Context: an optimization exercise on an open-source flow, tuned for small area and few clock cycles. The choices shown serve that exercise and are no tape-out recipe.
Only simulation tests tie the RTL to the original design; equivalence was not proved.
Power figures rest on the tool's default switching activity, not on a simulated workload.

// axi_upsize_top
module axi_upsize_top (
    input  logic                               m_axi_aclk,
    input  logic                               s_axi_arst,
    input  logic [axi_upsize_pkg::addr_w-1:0]  s_axi_awaddr,
    input  logic [axi_upsize_pkg::id_w-1:0]    s_axi_awid,
    input  logic [axi_upsize_pkg::len_w-1:0]   s_axi_awlen,
    input  logic [axi_upsize_pkg::size_w-1:0]  s_axi_awsize,
    input  logic                               s_axi_awvalid,
    output logic                               s_axi_awready,
    input  logic [axi_upsize_pkg::s_dw-1:0]    s_axi_wdata,
    input  logic [axi_upsize_pkg::s_kw-1:0]    s_axi_wstrb,
    input  logic                               s_axi_wlast,
    input  logic                               s_axi_wvalid,
    output logic                               s_axi_wready,
    output logic [axi_upsize_pkg::id_w-1:0]    s_axi_bid,
    output logic [axi_upsize_pkg::resp_w-1:0]  s_axi_bresp,
    output logic                               s_axi_bvalid,
    input  logic                               s_axi_bready,
    output logic [axi_upsize_pkg::addr_w-1:0]  m_axi_awaddr,
    output logic [axi_upsize_pkg::id_w-1:0]    m_axi_awid,
    output logic [axi_upsize_pkg::len_w-1:0]   m_axi_awlen,
    output logic [axi_upsize_pkg::size_w-1:0]  m_axi_awsize,
    output logic                               m_axi_awvalid,
    input  logic                               m_axi_awready,
    output logic [axi_upsize_pkg::m_dw-1:0]    m_axi_wdata,
    output logic [axi_upsize_pkg::m_kw-1:0]    m_axi_wstrb,
    output logic                               m_axi_wlast,
    output logic                               m_axi_wvalid,
    input  logic                               m_axi_wready,
    input  logic [axi_upsize_pkg::id_w-1:0]    m_axi_bid,
    input  logic [axi_upsize_pkg::resp_w-1:0]  m_axi_bresp,
    input  logic                               m_axi_bvalid,
    output logic                               m_axi_bready
);
Size: about 3000 cells after synthesis, roughly 2400 flip-flops, about 300 I/O pins, about 74000 sq um of cells after synthesis.
Settings: LEC_CHECK=0, ABC_AREA=1, CAP_MARGIN=20, CORE_MARGIN=2, CORE_UTILIZATION=62, PLACE_DENSITY=0.7, SLEW_MARGIN=20; clock period 4.0 ns.
standard.sh (not shown) runs the stock make flow with config.mk's settings and CLKGATE_MAP_FILE= SYNTH_SCRIPT=/design/flow/synth_recipe.tcl, a recipe that flattens the netlist after the stock synthesis.
==> flow/flow/run.sh <==
#!/bin/bash
# Standard layout, with plain buf_1 cells as the port buffers and a clock tree
# built from larger sink clusters without dummy loads.
set -euo pipefail
export BUFFER_PORTS_ARGS="-buffer_cell sky130_fd_sc_hd__buf_1"
export CTS_ARGS="-sink_clustering_enable -repair_clock_nets -sink_clustering_size 22 -sink_clustering_max_diameter 45 -sink_clustering_buffer sky130_fd_sc_hd__clkbuf_8 -dont_use_dummy_load"
bash standard.sh finish > standard.log 2>&1
The starting point went through all stages and came out clean.
Testbench counts at the start, summed over its fixed seeds: cycles 2,931.
Next try:
==> flow/run.sh (new file) <==
#!/bin/bash
# synth_recipe.tcl (not shown) runs the flow's synth.tcl, then flattens the netlist and writes it again
# the make line also repeats each setting of config.mk as NAME=value (left out here)
make -C /OpenROAD-flow-scripts/flow DESIGN_CONFIG=/design/flow/config.mk WORK_HOME=/design/flow/orfs CLKGATE_MAP_FILE= SYNTH_SCRIPT=/design/flow/synth_recipe.tcl finish
ABC_AREA = not set   (was 1)
CORE_UTILIZATION = 55   (was 62)
CTS_BUF_LIST = sky130_fd_sc_hd__clkbuf_8   (was not set)
CTS_CLUSTER_SIZE = 25   (was not set)
PLACE_DENSITY = not set   (was 0.7)
removed: flow/flow/run.sh
removed: flow/standard.sh
Effect:
- The changed run completed without violations
- final area came out higher by 8.8%
- synthesized area came out higher by 1.3%
- clock power came out higher by 64%
- combinational power came out higher by 36%
- routed wire length came out higher by 8.5%
- global-route usage came out lower by 0.94 points
- via count came out higher by 2.7%
- register-to-register slack is better by 60 ps
- die area came out higher by 14%
Next try:
==> flow/flow/run.sh (new file) <==
#!/bin/bash
# Standard layout, with plain buf_1 cells as the port buffers and a clock tree
# built from larger sink clusters without dummy loads.
set -euo pipefail
export BUFFER_PORTS_ARGS="-buffer_cell sky130_fd_sc_hd__buf_1"
export CTS_ARGS="-sink_clustering_enable -repair_clock_nets -sink_clustering_size 40 -sink_clustering_max_diameter 50 -sink_clustering_buffer sky130_fd_sc_hd__clkbuf_16 -dont_use_dummy_load"
bash standard.sh finish > standard.log 2>&1
==> flow/standard.sh (new file) <==
#!/bin/bash
# synth_recipe.tcl (not shown) runs the flow's synth.tcl, then flattens the netlist and writes it again
# the make line also repeats each setting of config.mk as NAME=value (left out here)
make -C /OpenROAD-flow-scripts/flow DESIGN_CONFIG=/design/flow/config.mk WORK_HOME=/design/flow/orfs CLKGATE_MAP_FILE= SYNTH_SCRIPT=/design/flow/synth_recipe.tcl "${@:-finish}"
ABC_AREA = 1   (was not set)
CORE_UTILIZATION = 68   (was 55)
CTS_BUF_LIST = not set   (was sky130_fd_sc_hd__clkbuf_8)
CTS_CLUSTER_SIZE = not set   (was 25)
PLACE_DENSITY = 0.75   (was not set)
removed: flow/run.sh
Critical path depth climbs by 5.
Worst setup slack improves by 390 ps.
First-iteration DRC count rose by 16%.
Clock skew went down by 15 ps.
Sequential share of layout area is higher by 6.3 points.
Global-route usage rose by 4.7 points.
Worst hold slack got worse by 58 ps.
Via count barely changes.
Design area decreases by 7.2%.
Maximum frequency rose by 12%.
Next try:
--- a/flow/flow/run.sh
+++ b/flow/flow/run.sh
@@ -6 +6 @@
-export CTS_ARGS="-sink_clustering_enable -repair_clock_nets -sink_clustering_size 40 -sink_clustering_max_diameter 50 -sink_clustering_buffer sky130_fd_sc_hd__clkbuf_16 -dont_use_dummy_load"
+export CTS_ARGS="-sink_clustering_enable -repair_clock_nets -sink_clustering_size 20 -sink_clustering_max_diameter 40 -sink_clustering_buffer sky130_fd_sc_hd__clkbuf_8 -dont_use_dummy_load"
CORE_UTILIZATION = 55   (was 68)
PLACE_DENSITY = not set   (was 0.75)
Effect: Non-clock buffer count grows by 17. Final area went up by 0.38%. Via count stays flat. Clock-buffer cell count rose by 75. Die area went up by 23%. Synthesized cell count is unchanged. Routed wire length drops by 2.6%. Global-route usage drops by 4.6 points. First-iteration DRC count shrinks by 14%.
Next try:
--- a/flow/flow/run.sh
+++ b/flow/flow/run.sh
@@ -6 +6 @@
-export CTS_ARGS="-sink_clustering_enable -repair_clock_nets -sink_clustering_size 20 -sink_clustering_max_diameter 40 -sink_clustering_buffer sky130_fd_sc_hd__clkbuf_8 -dont_use_dummy_load"
+export CTS_ARGS="-sink_clustering_enable -repair_clock_nets -sink_clustering_size 40 -sink_clustering_max_diameter 60 -dont_use_dummy_load"
Combinational power stays flat. Setup slack gains 6.9 ps. Synthesized cell count is unchanged. Total power came out higher by 1.4%. Worst hold slack gains 33 ps.
Next try:
--- a/flow/flow/run.sh
+++ b/flow/flow/run.sh
@@ -6 +6 @@
-export CTS_ARGS="-sink_clustering_enable -repair_clock_nets -sink_clustering_size 40 -sink_clustering_max_diameter 60 -dont_use_dummy_load"
+export CTS_ARGS="-sink_clustering_enable -repair_clock_nets -sink_clustering_size 12 -sink_clustering_max_diameter 30 -sink_clustering_buffer sky130_fd_sc_hd__clkbuf_4 -dont_use_dummy_load"
CORE_UTILIZATION = 68   (was 55)
PLACE_DENSITY = 0.75   (was not set)
Result:
- total power decreases slightly
- cell count came out lower by a few percent
- cell area shrinks slightly
- non-clock buffer count decreases by 18
- via count goes up by a few percent
- clock skew went up by 19 ps
- worst setup slack improved by 73 ps
- fmax goes up by a few percent
- first-iteration DRC count decreases by a few percent
- wire length climbs slightly

* * *

Starting RTL as in the previous note.
// axi_upsize_top
module axi_upsize_top (
    input  logic                               m_axi_aclk,
    input  logic                               s_axi_arst,
    input  logic [axi_upsize_pkg::addr_w-1:0]  s_axi_awaddr,
    input  logic [axi_upsize_pkg::id_w-1:0]    s_axi_awid,
    input  logic [axi_upsize_pkg::len_w-1:0]   s_axi_awlen,
    input  logic [axi_upsize_pkg::size_w-1:0]  s_axi_awsize,
    input  logic                               s_axi_awvalid,
    output logic                               s_axi_awready,
    input  logic [axi_upsize_pkg::s_dw-1:0]    s_axi_wdata,
    input  logic [axi_upsize_pkg::s_kw-1:0]    s_axi_wstrb,
    input  logic                               s_axi_wlast,
    input  logic                               s_axi_wvalid,
    output logic                               s_axi_wready,
    output logic [axi_upsize_pkg::id_w-1:0]    s_axi_bid,
    output logic [axi_upsize_pkg::resp_w-1:0]  s_axi_bresp,
    output logic                               s_axi_bvalid,
    input  logic                               s_axi_bready,
    output logic [axi_upsize_pkg::addr_w-1:0]  m_axi_awaddr,
    output logic [axi_upsize_pkg::id_w-1:0]    m_axi_awid,
    output logic [axi_upsize_pkg::len_w-1:0]   m_axi_awlen,
    output logic [axi_upsize_pkg::size_w-1:0]  m_axi_awsize,
    output logic                               m_axi_awvalid,
    input  logic                               m_axi_awready,
    output logic [axi_upsize_pkg::m_dw-1:0]    m_axi_wdata,
    output logic [axi_upsize_pkg::m_kw-1:0]    m_axi_wstrb,
    output logic                               m_axi_wlast,
    output logic                               m_axi_wvalid,
    input  logic                               m_axi_wready,
    input  logic [axi_upsize_pkg::id_w-1:0]    m_axi_bid,
    input  logic [axi_upsize_pkg::resp_w-1:0]  m_axi_bresp,
    input  logic                               m_axi_bvalid,
    output logic                               m_axi_bready
);
Settings: LEC_CHECK=0, ABC_AREA=1, CAP_MARGIN=20, CORE_MARGIN=2, CORE_UTILIZATION=62, PLACE_DENSITY=0.7, SLEW_MARGIN=20; clock period 4.0 ns.
==> flow/flow/run.sh <==
#!/bin/bash
# Standard layout, with plain buf_1 cells as the port buffers and a clock tree
# built from larger sink clusters without dummy loads.
set -euo pipefail
export BUFFER_PORTS_ARGS="-buffer_cell sky130_fd_sc_hd__buf_1"
export CTS_ARGS="-sink_clustering_enable -repair_clock_nets -sink_clustering_size 22 -sink_clustering_max_diameter 45 -sink_clustering_buffer sky130_fd_sc_hd__clkbuf_8 -dont_use_dummy_load -buf_list sky130_fd_sc_hd__clkbuf_8"
bash standard.sh finish > standard.log 2>&1
Testbench counts at the start, summed over its fixed seeds: cycles 2,931.
==> next run, changes <==
==> flow/flow/run.sh (replaced) <==
#!/bin/bash
# Standard layout, with plain buf_1 cells as the port buffers and a clock tree
# built from larger sink clusters without dummy loads.
set -euo pipefail
export BUFFER_PORTS_ARGS="-buffer_cell sky130_fd_sc_hd__buf_1"
export CTS_ARGS="-sink_clustering_enable -repair_clock_nets -sink_clustering_size 30 -sink_clustering_max_diameter 60 -dont_use_dummy_load"
bash standard.sh finish > standard.log 2>&1
- CORE_UTILIZATION: 62 -> 55
- PLACE_DENSITY: 0.7 -> unset
The new run passed the timing, DRC and antenna checks; global-route usage falls by 0.92 points; total power rises by a few percent; wire length rises by a few percent; area after synthesis does not change; setup slack is worse by 140 ps; cell area rises slightly; first-iteration DRC count rises by roughly a tenth; sequential share of layout area falls by 1.6 points; register-to-register slack is worse by 140 ps; critical path depth does not change.
==> next run, changes <==
==> flow/flow/run.sh (replaced) <==
#!/bin/bash
# Standard layout, with plain buf_1 cells as the port buffers and a clock tree
# built from larger sink clusters without dummy loads.
set -euo pipefail
export BUFFER_PORTS_ARGS="-buffer_cell sky130_fd_sc_hd__buf_1"
export CTS_ARGS="-sink_clustering_enable -repair_clock_nets -sink_clustering_size 22 -sink_clustering_max_diameter 45 -sink_clustering_buffer sky130_fd_sc_hd__clkbuf_8 -dont_use_dummy_load"
bash standard.sh finish > standard.log 2>&1
- CORE_UTILIZATION: 55 -> 62
- GPL_ROUTABILITY_DRIVEN: unset -> 0
- GPL_TIMING_DRIVEN: unset -> 0
- PLACE_DENSITY: unset -> 0.7
Effect:
- design area is lower by 0.39%
- critical path depth goes up by 3
- global-route usage grows by 2.2 points
- power decreases by 3.0%
- routed wire length increases by 1.2%
- synthesized cell count stays the same
- via count rose by 2.0%
==> next run, changes <==
==> flow/flow/run.sh (replaced) <==
#!/bin/bash
# Standard layout, with plain buf_1 cells as the port buffers and a clock tree
# built from larger sink clusters without dummy loads.
set -euo pipefail
export BUFFER_PORTS_ARGS="-buffer_cell sky130_fd_sc_hd__buf_1"
export CTS_ARGS="-sink_clustering_enable -repair_clock_nets -sink_clustering_size 24 -sink_clustering_max_diameter 45 -sink_clustering_buffer sky130_fd_sc_hd__clkbuf_8 -dont_use_dummy_load"
bash standard.sh finish > standard.log 2>&1
- CORE_UTILIZATION: 62 -> 60
- GPL_ROUTABILITY_DRIVEN: 0 -> unset
- GPL_TIMING_DRIVEN: 0 -> unset
- PLACE_DENSITY: 0.7 -> 0.68
Area after synthesis is unchanged.
Count of clock-buffer cells in the layout fell by 1.
Hold slack loses 3.2 ps.
Setup slack gains 720 ps.
Utilization fell by 2.9 points.

## port drivers added, routing unchanged
The flow's constraints put no driver on any port. The routed layouts listed below were extracted and timed again, unchanged, in two steps. Step 1 assumes that a clkbuf_16 drives the clock port and a buf_2 every other input. Step 2 times the ports against the registers' clock, not the clock port: input delays grow and output delays shrink by t, the midpoint of the rising clock arrivals with the driver on. Slacks: ideal / step 1 / step 2; pairs: ideal / step 1.
run	t, ns	setup slack, ns	worst setup path at the end	pins driven straight from the clock port
the first run of note 1	0.785	0.802 / 0.802 / 0.703	input to register	1
the second run of note 1	1.042	0.336 / 0.265 / 0.352	input to register	1
the third run of note 1	0.787	0.725 / 0.725 / 0.638	input to register	1
the fourth run of note 1	0.832	0.630 / 0.630 / 0.344	input to register	1
the fifth run of note 1	0.816	0.637 / 0.637 / 0.334	input to register	1
the sixth run of note 1	0.879	0.710 / 0.639 / 0.705	input to register	1
the first run of note 2	0.895	0.762 / 0.762 / 0.661	input to register	1
the second run of note 2	0.820	0.624 / 0.624 / 0.330	input to register	1
the third run of note 2	0.783	0.239 / 0.239 / -0.088	input to register	1
the fourth run of note 2	0.771	0.957 / 0.957 / 0.857	input to register	1
With both steps, setup timing fails in the third run of note 2, where it was met with ideal ports. The setup slack of the third run of note 2, which loses most, moves by 0.000 ns with the drivers and by -0.327 ns with both steps.
